This design comes from an exercise in tuning for small area, a short achievable clock period and few clock cycles per item on the open sky130 flow, not from production work. In this exercise RTL edits were held to simulation tests only and were not proved equivalent to the original. Power figures rest on the tool's default switching activity, not on a simulated workload.

## flow/run.sh

```bash
#!/bin/bash
# synth_recipe.tcl (not shown) runs the flow's synth.tcl, then flattens the netlist and writes it again
# the make line also repeats each setting of config.mk as NAME=value (left out here)
make -C /OpenROAD-flow-scripts/flow DESIGN_CONFIG=/design/flow/config.mk WORK_HOME=/design/flow/orfs CLKGATE_MAP_FILE= SYNTH_SCRIPT=/design/flow/synth_recipe.tcl finish
```

## flow/config.mk

```make
export PLATFORM = sky130hd
export DESIGN_NAME = smallest_free_id_allocator
export DESIGN_NICKNAME = smallest_free_id_allocator
export VERILOG_FILES = /design/flow/design.v
export SDC_FILE = /design/flow/constraint.sdc
export NUM_CORES = 4
export LEC_CHECK = 0
export CAP_MARGIN = 20
export CORE_MARGIN = 2
export CORE_UTILIZATION = 40
export SLEW_MARGIN = 20
```

## flow/constraint.sdc

```tcl
create_clock -name core_clock -period 6.0 [get_ports {clk}]
set_input_delay 1.2000 -clock core_clock [delete_from_list [all_inputs] [get_ports {clk}]]
set_output_delay 1.2000 -clock core_clock [all_outputs]
set_load 0.01 [all_outputs]
```

## flow/design.v

```verilog
package sfid_pkg;
	localparam int VALUE_W = 11;
	localparam int TDATA_W = 16;
	localparam int WORD_W   = 64;
	localparam int BIT_W    = 6;
	localparam logic OP_TAKE = 1'b0;
	localparam logic OP_GIVE = 1'b1;
	localparam logic ST_IDLE   = 1'b0;
	localparam logic ST_MODIFY = 1'b1;
endpackage
module sfid_ram #(
	parameter int WIDTH = 64,
	parameter int DEPTH = 17,
	localparam int ADDR_W = (DEPTH > 1) ? $clog2(DEPTH) : 1
) (
	input  logic              clk,
	input  logic              wr_en,
	input  logic [ADDR_W-1:0] wr_addr,
	input  logic [WIDTH-1:0]  wr_data,
	input  logic              rd_en,
	input  logic [ADDR_W-1:0] rd_addr,
	output logic [WIDTH-1:0]  rd_data
);
	logic [WIDTH-1:0] mem [DEPTH];
	always_ff @(posedge clk) begin
		if (wr_en) begin
			mem[wr_addr] <= wr_data;
		end
	end
	always_ff @(posedge clk) begin
		if (rd_en) begin
			rd_data <= mem[rd_addr];
		end
	end
endmodule
import sfid_pkg::*;
module smallest_free_id_allocator #(
	parameter int VALUE_MAX = 1024
) (
	input  logic               clk,
	input  logic               arst_n,
	input  logic               s_tvalid,
	output logic               s_tready,
	input  logic [TDATA_W-1:0] s_tdata,    
	input  logic               s_tuser,    
	output logic               m_tvalid,
	input  logic               m_tready,
	output logic [TDATA_W-1:0] m_tdata,    
	output logic               m_tuser     
);
	localparam int NWORDS  = (VALUE_MAX + WORD_W) / WORD_W;
	localparam int WIDX_W  = (NWORDS > 1) ? $clog2(NWORDS) : 1;
	localparam int FRESH_W = $clog2(VALUE_MAX + 2);
	function automatic logic [BIT_W-1:0] lowest_bit(input logic [WORD_W-1:0] w);
		logic [BIT_W-1:0] idx;
		idx = '0;
		for (int i = WORD_W - 1; i >= 0; i--) begin
			if (w[i]) begin
				idx = BIT_W'(i);
			end
		end
		lowest_bit = idx;
	endfunction
	logic               state_q, state_d;
	logic [FRESH_W-1:0] fresh_q;
	logic [NWORDS-1:0]  summary_q;
	logic               op_s1;
	logic               hit_s1;
	logic               give_ok_s1;
	logic [WIDX_W-1:0]  widx_s1;
	logic [BIT_W-1:0]   bit_s1;
	logic               m_tvalid_q;
	logic [VALUE_W-1:0] m_value_q;
	logic               m_exh_q;
	logic               accept;
	logic               sum_any;
	logic [WIDX_W-1:0]  sum_idx;
	logic [31:0]        value_ext;
	logic [WIDX_W-1:0]  give_widx;
	logic               give_ok;
	logic               rd_en;
	logic [WIDX_W-1:0]  rd_addr;
	logic [WORD_W-1:0]  rd_data;
	logic [WORD_W-1:0]  base_word;
	logic [BIT_W-1:0]   take_bit;
	logic [WORD_W-1:0]  new_word;
	logic               wr_en;
	logic               out_free;
	logic               load_out;
	logic [VALUE_W-1:0] out_value;
	logic               out_exh;
	logic               fresh_inc;
	logic               sum_wr;
	assign s_tready = (state_q == ST_IDLE);
	assign accept   = s_tvalid && s_tready;
	always_comb begin
		sum_idx = '0;
		for (int i = NWORDS - 1; i >= 0; i--) begin
			if (summary_q[i]) begin
				sum_idx = WIDX_W'(i);
			end
		end
	end
	assign sum_any = |summary_q;
	assign value_ext = 32'(s_tdata[VALUE_W-1:0]);
	assign give_widx = WIDX_W'(value_ext >> BIT_W);
	assign give_ok   = (value_ext != 32'd0) && (value_ext < 32'(fresh_q));
	always_comb begin
		rd_en   = 1'b0;
		rd_addr = sum_idx;
		if (accept) begin
			if (s_tuser == OP_GIVE) begin
				rd_en   = give_ok;
				rd_addr = give_widx;
			end else begin
				rd_en   = sum_any;
				rd_addr = sum_idx;
			end
		end
	end
	sfid_ram #(
		.WIDTH (WORD_W),
		.DEPTH (NWORDS)
	) u_map_ram (
		.clk     (clk),
		.wr_en   (wr_en),
		.wr_addr (widx_s1),
		.wr_data (new_word),
		.rd_en   (rd_en),
		.rd_addr (rd_addr),
		.rd_data (rd_data)
	);
	assign base_word = summary_q[widx_s1] ? rd_data : '0;
	assign take_bit  = lowest_bit(base_word);
	assign out_free  = !m_tvalid_q || m_tready;
	always_comb begin
		state_d   = state_q;
		wr_en     = 1'b0;
		new_word  = base_word;
		load_out  = 1'b0;
		out_value = '0;
		out_exh   = 1'b0;
		fresh_inc = 1'b0;
		sum_wr    = 1'b0;
		case (state_q)
			ST_IDLE: begin
				if (accept) begin
					state_d = ST_MODIFY;
				end
			end
			ST_MODIFY: begin
				if (op_s1 == OP_GIVE) begin
					state_d  = ST_IDLE;
					new_word = base_word | (WORD_W'(1) << bit_s1);
					wr_en    = give_ok_s1;
					sum_wr   = give_ok_s1;
				end else if (out_free) begin
					state_d  = ST_IDLE;
					load_out = 1'b1;
					if (hit_s1) begin
						new_word  = base_word & ~(WORD_W'(1) << take_bit);
						wr_en     = 1'b1;
						sum_wr    = 1'b1;
						out_value = VALUE_W'((32'(widx_s1) << BIT_W) | 32'(take_bit));
					end else if (fresh_q <= FRESH_W'(VALUE_MAX)) begin
						fresh_inc = 1'b1;
						out_value = VALUE_W'(32'(fresh_q));
					end else begin
						out_exh = 1'b1;
					end
				end
			end
			default: begin
				state_d = ST_IDLE;
			end
		endcase
	end
	always_ff @(posedge clk or negedge arst_n) begin
		if (!arst_n) begin
			state_q <= ST_IDLE;
		end else begin
			state_q <= state_d;
		end
	end
	always_ff @(posedge clk or negedge arst_n) begin
		if (!arst_n) begin
			fresh_q   <= FRESH_W'(1);
			summary_q <= '0;
		end else begin
			if (fresh_inc) begin
				fresh_q <= fresh_q + FRESH_W'(1);
			end
			if (sum_wr) begin
				summary_q[widx_s1] <= |new_word;
			end
		end
	end
	always_ff @(posedge clk) begin
		if (accept) begin
			op_s1      <= s_tuser;
			hit_s1     <= sum_any;
			give_ok_s1 <= give_ok;
			widx_s1    <= (s_tuser == OP_GIVE) ? give_widx : sum_idx;
			bit_s1     <= s_tdata[BIT_W-1:0];
		end
	end
	always_ff @(posedge clk or negedge arst_n) begin
		if (!arst_n) begin
			m_tvalid_q <= 1'b0;
		end else if (load_out) begin
			m_tvalid_q <= 1'b1;
		end else if (m_tready) begin
			m_tvalid_q <= 1'b0;
		end
	end
	always_ff @(posedge clk) begin
		if (load_out) begin
			m_value_q <= out_value;
			m_exh_q   <= out_exh;
		end
	end
	assign m_tvalid = m_tvalid_q;
	assign m_tdata  = TDATA_W'(m_value_q);
	assign m_tuser  = m_exh_q;
endmodule
```

==> notes.md <==
routing by layer:
layer  vias up  routed length (µm)  global-route usage  share of wire
li1      13688                   -                   -              -
met4         2                4580              0.0788          0.030
met5         -                   7                   0       0.000046
met3       248               11900              0.0366          0.079
met2      1427               69900               0.368           0.46
met1     16065               64800               0.333           0.43
cells by family (layout without fill, tap and decap cells):
family / count (synthesis) / in the layout / synth area share
DFF: 1208 / 1208 / 0.720
xor gates and xnor gates: 12 / 12 / 0.00210
muxes: 209 / 209 / 0.0598
adders and majority gates: 16 / 16 / 0.00399
other: 1 / 5 / 0.0000748
AOI/OAI and AO/OA: 696 / 696 / 0.100
buffers and inverters: 247 / 496 / 0.0195
and+or+nand+nor: 1019 / 1019 / 0.0937
report_power, final:
part | switching [µW] | internal (µW) | total (µW)
Clock | 3170 | 4400 | 7570
Sequential | 610 | 10900 | 11500
Combinational | 7620 | 4170 | 11800
worst reg2reg max path: stages, from the launching register on:
cell and delay (ps):
edfxtp_1 510, buf_4 240, or3b_2 620, o22a_1 280, a22o_1 310, a21oi_1 330, nand3_1 460, nor2_1 630
a21oi_1 310, nor4_1 350, nand4_1 120, or4_1 490, buf_4 230, mux2_2 300
cell type report:
type | instances | area [µm²]
clock inverters | 78 | 776
repair buffers | 226 | 2180
fillers | 10592 | 66300
clock buffers | 147 | 3190
flip-flops and latches | 1208 | 36100
multi-input cells | 1957 | 13400
well taps | 1637 | 2050
inverters | 45 | 169
state kept, by name, summed over array words and instances (netlist names):
| name | count |
|---|---|
| hit_s1 | 1 |
| m_exh_q | 1 |
| m_value_q | 11 |
| u_map_ram.mem | 1088 |
| summary_q | 17 |
| bit_s1 | 6 |
| widx_s1 | 5 |
| fresh_q | 11 |
| m_tvalid_q | 1 |
| give_ok_s1 | 1 |
| op_s1 | 1 |
| state_q | 1 |
| u_map_ram.rd_data | 64 |
stage by stage:
step	cells	util	setup WS, ps	power [µW]
2_1_floorplan	3412	-	505	18400
3_3_place_gp	5073	0.434	560	23300
3_5_place_dp	5073	0.434	554	23400
4_1_cts	5298	0.466	791	31000
5_1_grt	5298	0.466	514	32200
6_report	5298	0.466	707	30900
worst paths after layout:
kind,slack [ps],cells after the start,endpoint,startpoint
worst max-delay path,710,13,summary_q[8],widx_s1[2]
worst min-delay path,530,2,m_tvalid_q,m_tvalid_q
worst max register to register,710,13,summary_q[8],widx_s1[2]
worst min register to register,530,2,m_tvalid_q,m_tvalid_q
max in group asynchronous,4800,2,fresh_q[0],arst_n
min in group asynchronous,850,2,fresh_q[8],arst_n
cell usage after synthesis, drive strengths merged (38+ instances only):
| cell | count |
|---|---|
| nor2 | 171 |
| edfxtp | 1178 |
| nor4 | 38 |
| a2bb2oi | 64 |
| clkbuf | 169 |
| nand3 | 152 |
| a211oi | 132 |
| mux2i | 69 |
| nand2 | 443 |
| mux2 | 75 |
| a22oi | 44 |
| mux4 | 65 |
| a311o | 64 |
| inv | 45 |
| a21oi | 202 |
| and3 | 76 |
==> results.py <==
metrics = {
    "die": {
        "die_h_um": 358,
        "die_w_um": 358,
        "ios": 40,
        "initial_core_util": 0.404,
        "dieArea_um2": 128000,
        "coreArea_um2": 124000,
        "row_count": 129,
    },
    "placement": {
        "place_congestion": 1.03,
        "dp_hpwl_um": 89900,
        "placedInstanceArea_um2": 53900,
        "io_buffers": 29,
    },
    "global_route": {
        "antenna_found_initial": 4,
        "grt_usage": 0.234,
        "grt_max_degree": 97,
        "grt.overflow.total": 0,
        "grt_pass1_wl_um": 217000,
        "grt_pass1_vias": 30269,
    },
    "drt": {
        "wl_um": 151000,
        "ant_nets": 0,
        "num_vias": 31430,
        "drtIter0Drc": 4043,
        "via_per_inst": 5.93,
        "drc_errors": 0,
        "drtPass1Iterations": 5,
        "detail_route.wl_per_cell_um": 28.5,
    },
    "sta": {
        "skew_ps": 45.2,
        "setup_viol": 0,
        "finalSetupTns_ps": 0,
        "tightest_slew_ps": 1220,
        "hold_viol": 0,
        "hold_ws_ps": 527,
        "fin_crit_ps": 5290,
        "rsz0062_at_grt": "no",
        "fin_crit_sh": 0.882,
        "slew_headroom": 0.184,
        "fmax_mhz": 189,
        "slew_viol_final": 0,
    },
    "critical_path": {
        "max_stage_delay_ps": 630,
        "cp-end-kind": "flip-flop",
        "worstPathCellList": "buf_4, or3b_2, o22a_1, a22o_1, a21oi_1, nand3_1, nor2_1, a21oi_1, nor4_1, nand4_1, or4_1, buf_4, mux2_2",
        "worstPathRequired_ps": 6640,
        "crit_path_max_fanout": 17,
        "cpMaxStageDelayCell": "nor2_1",
        "cp_num_buf_inv": 2,
        "critPathLaunchType": "flip-flop",
        "crit_type": "flip-flop to flip-flop",
        "cp.arrival_ps": 5940,
        "cp_top_family": "simple AND/OR/NAND/NOR gates",
    },
    "cts": {
        "clk_path_buf_depth": 3,
        "post_cts_buffers": 0,
        "root_buffer": "clkbuf_16",
        "ctsResizeCount": 0,
        "clock_latency_ps": 760,
        "cts_tree": "done",
        "numCtsBuffers": 121,
        "cts.clk_slew.worst_paths_ps": 60,
        "holdBufCountCts": 0,
        "cts.sinks": 1208,
        "htreeDepth": 3,
    },
    "power_and_ir_drop": {
        "p_leak_uw": 0.0195,
        "peakVddDrop_mv": 0.446,
        "p_per_area_nw_per_um2": 534,
    },
    "logic_synthesis": {
        "postSynthCellCount": 3408,
        "synth_top_area_frac": 0.705,
        "synth_edf_count": 1178,
        "yosysTopAreaCell": "edfxtp_1",
        "yosysWarnings": 2,
        "syn_area_per_cell_um2": 14.7,
        "synth_seq_cells": 1208,
        "yosysSeqAreaShare": 0.720,
        "yosys.cell_types.count": 92,
        "syn_area_um2": 50100,
        "ys.flop_type": "edfxtp_1",
        "synth_area_leaders": "edfxtp_1 (71%), nand2_1 (3.3%), mux4_2 (2.9%)",
        "async_reset_ff_frac": 0.0248,
    },
    "final_layout": {
        "final_cell_mix": "edfxtp_1 (1178), nand2_1 (438), a21oi_1 (200)",
        "antenna_cells": 0,
        "layout-drive-gt1-share": 0.157,
        "area_growth_pct": 15.4,
        "layout_commonest_cell": "edfxtp_1",
        "layout.nets": 3596,
        "design_area_um2": 57800,
    },
    "run": {
        "drv_cap": 0,
    },
    "min_path": {
        "hp-class": "flip-flop to flip-flop",
    },
    "run_status": {
        "status": "complete, no violations",
    },
}
Testbench counts, summed over its fixed seeds: cycles 38,536, items 19,264.

-- re-timing with driven ports --
How much do the figures lean on ideal ports? The routed layout below was timed once more, with nothing changed but the port constraints.
Step 1 assumes that a clkbuf_16 drives the clock port and a buf_2 every other input.
Step 2 also shifts input and output timing later by t, the mid clock arrival at the registers, as if the neighbouring blocks saw the same clock.
a / b / c = ideal ports / drivers / drivers and shift; a / b = the first two.
shift t [ns]: 0.823
setup WS [ns]: 0.707 / 0.707 / 0.482
slew at the worst register clock pin (ns): 0.07 / 0.07
worst slew at a driven data input, ns: 0.04
cell pins on the clock port's net: 1
After both steps setup and hold are still met in this run. For this run, drivers alone change the setup slack by 0.000 ns; drivers and shift together by -0.225 ns.
